Context: an optimization exercise on an open-source flow, tuned for small area. The choices shown serve that exercise and are no tape-out recipe. Only simulation tests tie the RTL to the original design; equivalence was not proved. Power figures rest on the tool's default switching activity, not on a simulated workload.

## cc_ctrl_top
module cc_ctrl_top (
  input  logic                      clk,
  input  logic                      rst_n,
  input  logic [8-1:0] awaddr,
  input  logic                      awvalid,
  output logic                      awready,
  input  logic [32-1:0] wdata,
  input  logic [3:0]                wstrb,
  input  logic                      wvalid,
  output logic                      wready,
  output logic                      bvalid,
  input  logic                      bready,
  output logic [1:0]                bresp,
  input  logic [8-1:0] araddr,
  input  logic                      arvalid,
  output logic                      arready,
  output logic                      rvalid,
  input  logic                      rready,
  output logic [1:0]                rresp,
  output logic [32-1:0] rdata,
  output logic [15:0]               mode_ctrl,
  output logic [15:0]               mem_ctrl,
  output logic [15:0]               output_ctrl,
  output logic [15:0]               sprite_z,
  output logic [15:0]               scroll_x,
  output logic [15:0]               scroll_y,
  output logic [15:0]               tile_ctrl0,
  output logic [15:0]               tile_data_offset,
  output logic [15:0]               tile_nop_value,
  output logic [15:0]               tile_color_key,
  output logic [15:0]               tile_offset_x,
  output logic [15:0]               tile_offset_y,
  output logic [15:0]               scan_x,
  output logic [15:0]               scan_y,
  output logic                      hblank,
  output logic                      vblank
);
  logic                     bus_wr, bus_rd;
  logic [5-1:0] bus_idx;
  logic [16-1:0]     bus_wdata, bus_rdata;
  logic [1:0]               bus_be;
  logic [11:0][15:0]        regs;
  logic [3:0]               x;
  logic [2:0]               y;
  logic [3:0]               status;
  cc_axil_slave u_axil (
    .clk, .rst_n,
    .awaddr, .awvalid, .awready, .wdata, .wstrb, .wvalid, .wready,
    .bvalid, .bready, .bresp,
    .araddr, .arvalid, .arready, .rvalid, .rready, .rresp, .rdata,
    .bus_wr, .bus_rd, .bus_idx, .bus_wdata, .bus_be, .bus_rdata, .status
  );
  cc_register_file u_regs (
    .clk, .rst_n,
  ...
Size: about 230 flip-flops, ~330 I/O pins, about 9100 um2 of cells after synthesis.
Settings: LEC_CHECK=0, ABC_AREA=1, CAP_MARGIN=20, CORE_MARGIN=2, CORE_UTILIZATION=75, PLACE_DENSITY=0.85, SLEW_MARGIN=20; clock period 4.0 ns.
standard.sh (not shown) runs the stock make flow with config.mk's settings and CLKGATE_MAP_FILE= SYNTH_SCRIPT=/design/flow/synth_recipe.tcl, a recipe that flattens the netlist after the stock synthesis.
==> flow/flow/run.sh <==
#!/bin/bash
# Layout flow: the standard layout (standard.sh) with these changes
#  - synthesis maps logic with area-oriented abc scripts (flow/synth.tcl); the read-mux module
#    cc_rd_aoi3 is kept whole through mapping, then flattened like the rest; flip-flop mapping
#    and naming are the standard script's
#  - every port is still buffered, with sky130_fd_sc_hd__buf_1 instead of the default choice
#  - constant outputs share one tie cell instead of one tie cell each
#  - clock tree built from clkbuf_4/clkbuf_8 with larger sink clusters and no dummy loads
set -euo pipefail
here=$(pwd)
export AREA_MAP_ABC="$here/flow/area_map.abc"
export AOI_MAP_ABC="$here/flow/aoi_map.abc"
bash standard.sh \
  "SYNTH_SCRIPT=$here/flow/synth.tcl" \
  "SYNTH_KEEP_MODULES=cc_rd_aoi3" \
  "BUFFER_PORTS_ARGS=-buffer_cell sky130_fd_sc_hd__buf_1" \
  "SKIP_REPAIR_TIE_FANOUT=1" \
  "CTS_ARGS=-sink_clustering_enable -repair_clock_nets -dont_use_dummy_load -buf_list {sky130_fd_sc_hd__clkbuf_4 sky130_fd_sc_hd__clkbuf_8} -sink_clustering_size 16 -sink_clustering_max_diameter 60" \
  finish > "$here/standard_flow.log" 2>&1
==> flow/flow/aoi_map.abc <==
strash
dch
amap
==> flow/flow/area_map.abc <==
strash
dc2
dch -f
map -a
==> flow/flow/synth.tcl <==
# The standard synthesis script (synth_recipe.tcl) with one change: abc maps the logic with
# area-oriented scripts instead of ORFS's abc_area.script. The read-mux cells (module
# cc_rd_aoi3, kept as its own module until the flatten below) are mapped first with
# flow/aoi_map.abc, the rest with flow/area_map.abc. Flip-flop mapping and naming are unchanged.
proc synth {args} { yosys synth -nofsm -noshare {*}$args }
proc abc {args} {
  set i [lsearch -exact $args -script]
  if { $i >= 0 } {
    set aoi_args $args
    lset aoi_args [expr {$i + 1}] $::env(AOI_MAP_ABC)
    yosys abc {*}$aoi_args cc_rd_aoi3
    lset args [expr {$i + 1}] $::env(AREA_MAP_ABC)
  }
  yosys abc {*}$args
}
source $::env(SCRIPTS_DIR)/synth.tcl
# left out here: clear keep_hierarchy, flatten, clean up, hide names made inside functions, write 1_2_yosys.v
Then changed:
--- a/flow/config.mk
+++ b/flow/config.mk
@@ -11,2 +11,2 @@
-export CORE_UTILIZATION = 75
-export PLACE_DENSITY = 0.85
+export CORE_UTILIZATION = 40
+export PLACE_DENSITY = 0.6
=> Final cell count goes up by 11%; setup slack is worse by 0.25 ns; wire length goes up by 8.5%; total power goes up by 3.1%; global-route usage goes down by 18 points; clock skew goes down by 0.016 ns; first-iteration DRC count goes down by 48%.
Then changed:
--- a/flow/flow/run.sh
+++ b/flow/flow/run.sh
@@ -8 +8 @@
-#  - clock tree built from clkbuf_4/clkbuf_8 with larger sink clusters and no dummy loads
+#  - clock tree from clkbuf_4 leaf buffers (clkbuf_8 above them), no dummy loads
@@ -18 +18 @@
-  "CTS_ARGS=-sink_clustering_enable -repair_clock_nets -dont_use_dummy_load -buf_list {sky130_fd_sc_hd__clkbuf_4 sky130_fd_sc_hd__clkbuf_8} -sink_clustering_size 16 -sink_clustering_max_diameter 60" \
+  "CTS_ARGS=-sink_clustering_enable -repair_clock_nets -dont_use_dummy_load -buf_list {sky130_fd_sc_hd__clkbuf_4 sky130_fd_sc_hd__clkbuf_8} -sink_clustering_buffer sky130_fd_sc_hd__clkbuf_4 -sink_clustering_size 11 -sink_clustering_max_diameter 45" \
--- a/flow/config.mk
+++ b/flow/config.mk
@@ -11,2 +11,2 @@
-export CORE_UTILIZATION = 40
-export PLACE_DENSITY = 0.6
+export CORE_UTILIZATION = 75
+export PLACE_DENSITY = 0.85
The new run produced a clean layout.
Sequential cell count does not change.
Final cell count goes down by 9.7%.
Final area goes down by 3.1%.
Setup slack gets better by 0.23 ns.
Then changed:
--- a/flow/flow/run.sh
+++ b/flow/flow/run.sh
@@ -18 +18 @@
-  "CTS_ARGS=-sink_clustering_enable -repair_clock_nets -dont_use_dummy_load -buf_list {sky130_fd_sc_hd__clkbuf_4 sky130_fd_sc_hd__clkbuf_8} -sink_clustering_buffer sky130_fd_sc_hd__clkbuf_4 -sink_clustering_size 11 -sink_clustering_max_diameter 45" \
+  "CTS_ARGS=-sink_clustering_enable -repair_clock_nets -dont_use_dummy_load -buf_list {sky130_fd_sc_hd__clkbuf_4 sky130_fd_sc_hd__clkbuf_8} -sink_clustering_buffer sky130_fd_sc_hd__clkbuf_4 -sink_clustering_size 10 -sink_clustering_max_diameter 40" \
What happened:
- maximum frequency went up by 0.99%
- core utilization came out higher by 0.19 points
- power goes up by 0.99%

[re-timing with driven ports]
The flow's constraints put no driver on any port. The routed layouts listed below were extracted and timed again, unchanged, in two steps. Step 1, drivers: a clkbuf_16 drives clk and a buf_2 each remaining input, both assumed. Step 2 moves the port delays by t, midway between the first and last clock arrival at a register: inputs arrive t later, outputs are due t later. That takes back most of the time a late clock gives input paths. Slacks: no drivers / after step 1 / after step 2; pairs: no drivers / after step 1.
| run | t (ns) | slack for setup (ns) | worst register clock-pin slew, ns | worst data-port slew with drivers (ns) | pins driven straight from the clock port |
|---|---|---|---|---|---|
| the first run | 0.514 | 0.523 / 0.486 / 0.999 | 0.11 / 0.11 | 0.05 | 1 |
| the second run | 0.550 | 0.269 / 0.231 / 0.781 | 0.10 / 0.10 | 0.08 | 1 |
| the third run | 0.553 | 0.501 / 0.467 / 1.020 | 0.12 / 0.12 | 0.05 | 1 |
| the fourth run | 0.549 | 0.535 / 0.498 / 1.047 | 0.11 / 0.11 | 0.05 | 1 |
After both steps setup and hold are still met in every run listed.
